Source: an optimization exercise on an open RTL-to-GDS flow (aim: small area, a short achievable clock period and few clock cycles per item). Production flows keep margins and buffers that such runs may drop.
RTL that was checked went through simulation tests only; none was proved equivalent to the original.
Power is estimated from default activity; no workload was simulated.

Design scmcv_top, start of the top module:
module scmcv_top (
   input  logic        clock,
   input  logic        reset,
   input  logic        start,
   output logic        busy,
   input  logic [1:0]  req_cmd,
   input  logic [15:0] req_target_cv,
   input  logic [3:0]  req_target_knob,
   input  logic [15:0] req_current_cv,
   input  logic [3:0]  req_current_knob,
   input  logic [15:0] req_morph_cv,
   input  logic [14:0] req_morph_knob,
   input  logic [15:0] req_type_buttons,
   input  logic [15:0] req_focus_mask,
   input  logic [3:0]  req_scene_slot,
   input  logic [3:0]  req_channel_slot,
   input  logic [14:0] req_write_value,
   output logic        rsp_strobe,
   output logic [3:0]  rsp_channel,
   output logic [15:0] rsp_cv_out,
   output logic        rsp_type_light,
   output logic        rsp_last,
   input  logic        psel,
   input  logic        penable,
   input  logic        pwrite,
   input  logic [2:0]  paddr,
   input  logic [31:0] pwdata,
   output logic [31:0] prdata,
   output logic        pready
);
==> flow/config.mk <==
export PLATFORM = sky130hd
export DESIGN_NAME = scmcv_top
export DESIGN_NICKNAME = scmcv_top
export VERILOG_FILES = /design/flow/design.v
export SDC_FILE = /design/flow/constraint.sdc
export NUM_CORES = 4
export LEC_CHECK = 0
export CAP_MARGIN = 20
export CORE_MARGIN = 2
export CORE_UTILIZATION = 35
export PLACE_DENSITY = 0.55
export SLEW_MARGIN = 20
export SYNTH_MEMORY_MAX_BITS = 16384
==> flow/constraint.sdc <==
create_clock -name core_clock -period 12.0 [get_ports {clock}]
set_input_delay 2.4000 -clock core_clock [delete_from_list [all_inputs] [get_ports {clock}]]
set_output_delay 2.4000 -clock core_clock [all_outputs]
set_load 0.01 [all_outputs]
standard.sh (not shown) runs the stock make flow with config.mk's settings and CLKGATE_MAP_FILE= SYNTH_SCRIPT=/design/flow/synth_recipe.tcl, a recipe that flattens the netlist after the stock synthesis.
==> flow/flow/run.sh <==
#!/bin/bash
# ORFS layout: the standard synthesis, then the standard steps with a setup
# margin (timing repair keeps working below the period) and larger clock-sink clusters.
set -euo pipefail
bash standard.sh synth > synth.log 2>&1
bash standard.sh SETUP_SLACK_MARGIN=8.3 CTS_BUF_LIST=sky130_fd_sc_hd__clkbuf_16 CTS_CLUSTER_SIZE=24 CTS_CLUSTER_DIAMETER=70 CORE_UTILIZATION=65 PLACE_DENSITY=0.80 finish > layout.log 2>&1
Edit:
--- a/flow/design.v
+++ b/flow/design.v
@@ -75,17 +75,18 @@
    input  logic [2:0]  paddr,
    input  logic [31:0] pwdata,
    output logic [31:0] prdata,
    output logic        pready
 );
    localparam int NE   = 3;     
    localparam int TAPS = 8;     
    localparam int ROWS = 17;    
-   logic        busy_ff;
+   logic        busy_ff;       
+   logic        idle_ff;       
    logic        acc;
    logic        acc_ff;
    logic [1:0]  rq_cmd;
    logic [11:0] rq_cur_l, rq_tgt_l;      
    logic [1:0]  rq_cur_c, rq_tgt_c;      
    logic [15:0] rq_mcv;
    logic [14:0] rq_mknob;
    logic [15:0] rq_focus;
@@ -106,19 +107,19 @@
       ge_const = ge_const | eq;
    endfunction
    function automatic logic [3:0] sel_pick(input logic [11:0] l, input logic [1:0] c);
       if (c[1])      sel_pick = l[11:8];
       else if (c[0]) sel_pick = l[7:4];
       else           sel_pick = l[3:0];
    endfunction
    assign busy = busy_ff;
-   assign acc  = start & ~busy_ff;
+   assign acc  = start & idle_ff;
    always_ff @(posedge clock) begin
-      if (!busy_ff) begin
+      if (idle_ff) begin
          rq_cmd   <= req_payload.cmd;
          rq_tgt_l  <= sel_lut(req_payload.target_cv[15:12], req_payload.target_knob);
          rq_cur_l  <= sel_lut(req_payload.current_cv[15:12], req_payload.current_knob);
          rq_tgt_c  <= {ge_const(req_payload.target_cv[11:0], 12'd2731),
                        ge_const(req_payload.target_cv[11:0], 12'd1366)};
          rq_cur_c  <= {ge_const(req_payload.current_cv[11:0], 12'd2731),
                        ge_const(req_payload.current_cv[11:0], 12'd1366)};
          rq_mcv    <= req_payload.morph_cv;
@@ -270,17 +271,17 @@
       end else begin
          mcl  = {1'b0, msum[14:0]};
          mccl = {1'b0, mcsum[14:0]};
       end
       {bd_neg, bd_two, bd_one} = booth(mcl);
       {bc_neg, bc_two, bc_one} = booth(mccl);
    end
    always_ff @(posedge clock) begin
-      if (!busy_ff) begin
+      if (idle_ff) begin
          rq_focus <= req_payload.focus_mask;
       end else if (rd_en) begin
          rq_focus <= {1'b0, rq_focus[15:1]};
       end
    end
    logic [3:0]  rq_cur, rq_tgt;
    logic [15:0] rq_cur_oh, rq_tgt_oh;
    assign rq_cur    = sel_pick(rq_cur_l, rq_cur_c);
@@ -1920,16 +1921,17 @@
       busy_next = clr_next || tick_in
                || ((tick_start || wait_ff) && !aligned)
                || rd_en || p1 || p2 || p3 || p4
                || (e_cnt >= 3'(NE)) || ((e_cnt == 3'(NE - 1)) && wr_in);
    end
    always_ff @(posedge clock) begin
       if (reset) begin
          busy_ff    <= 1'b1;
+         idle_ff    <= 1'b0;
          acc_ff     <= 1'b0;
          clr_ff     <= 1'b1;
          clr_cnt    <= 4'd0;
          ph         <= 4'd0;
          pos        <= 4'd0;
          c_rd       <= 4'd0;
          aligned    <= 1'b1;
          reading_ff <= 1'b0;
@@ -1938,16 +1940,17 @@
          prev_ff    <= 16'd0;
          p1         <= 1'b0;
          p2         <= 1'b0;
          p3         <= 1'b0;
          p4         <= 1'b0;
          p5         <= 1'b0;
       end else begin
          busy_ff    <= busy_next;
+         idle_ff    <= !busy_next;
          acc_ff     <= acc;
          clr_ff     <= clr_next;
          clr_cnt    <= clr_ff ? clr_cnt + 4'd1 : 4'd0;
          ph         <= ph + 4'd1;
          pos        <= pos_next;
          c_rd       <= rd_en ? c_rd + 4'd1 : c_rd;
          aligned    <= (pos_next[0] == 1'b0);
          reading_ff <= rd_en && (c_rd != 4'd15);
Power stays flat.
Routed wire length drops by 1.5%.
Global-route usage came out lower by 0.57 points.
Worst setup slack gets better by 87 ps.
Via count drops by 0.34%.
Final area is higher by 0.33%.
Fmax goes up by 2.3%.
Final cell count grows by 0.53%.
First-iteration DRC count drops by 3.4%.
Testbench counts after the change, summed over its fixed seeds: cycles 11,540, ticks 514.
Only the layout flow was run in the first run of this note; the RTL was not checked for function there.

========
## 11-20
Starting RTL as in the previous note.
export LEC_CHECK = 0
export CAP_MARGIN = 20
export CORE_MARGIN = 2
export CORE_UTILIZATION = 35
export PLACE_DENSITY = 0.55
export SLEW_MARGIN = 20
export SYNTH_MEMORY_MAX_BITS = 16384
create_clock -name core_clock -period 12.0 [get_ports {clock}]
==> flow/flow/run.sh <==
#!/bin/bash
# ORFS layout: the standard synthesis, then the standard steps with a setup
# margin (timing repair keeps working below the period) and larger clock-sink clusters.
set -euo pipefail
bash standard.sh synth > synth.log 2>&1
bash standard.sh SETUP_SLACK_MARGIN=8.3 CTS_BUF_LIST=sky130_fd_sc_hd__clkbuf_16 CTS_CLUSTER_SIZE=24 CTS_CLUSTER_DIAMETER=70 CORE_UTILIZATION=55 PLACE_DENSITY=0.70 finish > layout.log 2>&1
11-20 went all the way through the flow, and no timing, DRC or antenna check failed.
For 10-22, these inputs were changed with respect to 11-20:
--- a/flow/design.v
+++ b/flow/design.v
@@ -77,13 +77,14 @@
    output logic [31:0] prdata,
    output logic        pready
 );
    localparam int NE   = 3;     
    localparam int TAPS = 8;     
    localparam int ROWS = 17;    
-   logic        busy_ff;
+   logic        busy_ff;       
+   logic        idle_ff;       
    logic        acc;
    logic        acc_ff;
    logic [1:0]  rq_cmd;
    logic [11:0] rq_cur_l, rq_tgt_l;      
    logic [1:0]  rq_cur_c, rq_tgt_c;      
    logic [15:0] rq_mcv;
@@ -108,15 +109,15 @@
    function automatic logic [3:0] sel_pick(input logic [11:0] l, input logic [1:0] c);
       if (c[1])      sel_pick = l[11:8];
       else if (c[0]) sel_pick = l[7:4];
       else           sel_pick = l[3:0];
    endfunction
    assign busy = busy_ff;
-   assign acc  = start & ~busy_ff;
+   assign acc  = start & idle_ff;
    always_ff @(posedge clock) begin
-      if (!busy_ff) begin
+      if (idle_ff) begin
          rq_cmd   <= req_payload.cmd;
          rq_tgt_l  <= sel_lut(req_payload.target_cv[15:12], req_payload.target_knob);
          rq_cur_l  <= sel_lut(req_payload.current_cv[15:12], req_payload.current_knob);
          rq_tgt_c  <= {ge_const(req_payload.target_cv[11:0], 12'd2731),
                        ge_const(req_payload.target_cv[11:0], 12'd1366)};
          rq_cur_c  <= {ge_const(req_payload.current_cv[11:0], 12'd2731),
@@ -272,13 +273,13 @@
          mccl = {1'b0, mcsum[14:0]};
       end
       {bd_neg, bd_two, bd_one} = booth(mcl);
       {bc_neg, bc_two, bc_one} = booth(mccl);
    end
    always_ff @(posedge clock) begin
-      if (!busy_ff) begin
+      if (idle_ff) begin
          rq_focus <= req_payload.focus_mask;
       end else if (rd_en) begin
          rq_focus <= {1'b0, rq_focus[15:1]};
       end
    end
    logic [3:0]  rq_cur, rq_tgt;
@@ -1922,12 +1923,13 @@
                || rd_en || p1 || p2 || p3 || p4
                || (e_cnt >= 3'(NE)) || ((e_cnt == 3'(NE - 1)) && wr_in);
    end
    always_ff @(posedge clock) begin
       if (reset) begin
          busy_ff    <= 1'b1;
+         idle_ff    <= 1'b0;
          acc_ff     <= 1'b0;
          clr_ff     <= 1'b1;
          clr_cnt    <= 4'd0;
          ph         <= 4'd0;
          pos        <= 4'd0;
          c_rd       <= 4'd0;
@@ -1940,12 +1942,13 @@
          p2         <= 1'b0;
          p3         <= 1'b0;
          p4         <= 1'b0;
          p5         <= 1'b0;
       end else begin
          busy_ff    <= busy_next;
+         idle_ff    <= !busy_next;
          acc_ff     <= acc;
          clr_ff     <= clr_next;
          clr_cnt    <= clr_ff ? clr_cnt + 4'd1 : 4'd0;
          ph         <= ph + 4'd1;
          pos        <= pos_next;
          c_rd       <= rd_en ? c_rd + 4'd1 : c_rd;
Results
Status: global placement routability congestion parity (11-20, 10-22)
Cmp 10-22 and 11-20 / cell area after synthesis / higher: 10-22
Compared 10-22 vs 11-20, and filler cell count in the final layout is up in 10-22.
10-22 vs 11-20, overall global routing resource usage went down by 0.70 points.
Cmp 10-22 and 11-20 / via count of the first global-routing pass / lower: 11-20
11-20 -> 10-22: reported leakage power increased by a few percent
Between 11-20 and 10-22, the adder-cell area share of the yosys netlist figures differ only marginally.
Relative to 11-20, the first-pass GRT wire length of 10-22 is lower by 2400 microns.
Testbench counts of 10-22, summed over its fixed seeds: cycles 11,540, ticks 514.
Function not checked in 11-20: the RTL went through the layout flow alone.

-- afterwards: timing with drivers on the ports --
In the flow no input, the clock included, has a driving cell. The finished layouts below were timed again as built, in two steps.
Step 1 sets driving cells, clkbuf_16 on the clock port and buf_2 on the other inputs (assumed; they add their load-dependent delay and slew).
Step 2 moves the port delays by t, midway between the first and last clock arrival at a register: inputs arrive t later, outputs are due t later. That takes back most of the time a late clock gives input paths.
a / b / c = no drivers / after step 1 / after step 2; a / b = the first two.
| run | shift t [ns] | setup WS [ns] | worst setup path after step 2 | slew at the worst register clock pin (ns) | worst data-port slew with drivers (ns) |
|---|---|---|---|---|---|
| the first run of note 1 | 0.990 | 8.145 / 8.050 / 7.426 | input to register | 0.10 / 0.10 | 0.13 |
| the second run of note 1 | 1.006 | 8.232 / 8.135 / 7.375 | input to register | 0.10 / 0.10 | 0.09 |
| 11-20 | 1.024 | 8.110 / 7.994 / 7.421 | input to register | 0.10 / 0.10 | 0.11 |
| 10-22 | 1.000 | 8.253 / 8.151 / 7.444 | input to register | 0.10 / 0.10 | 0.08 |
After both steps setup and hold are still met in every run listed. For the second run of note 1, which loses most, drivers alone change the setup slack by -0.097 ns; drivers and shift together by -0.857 ns.
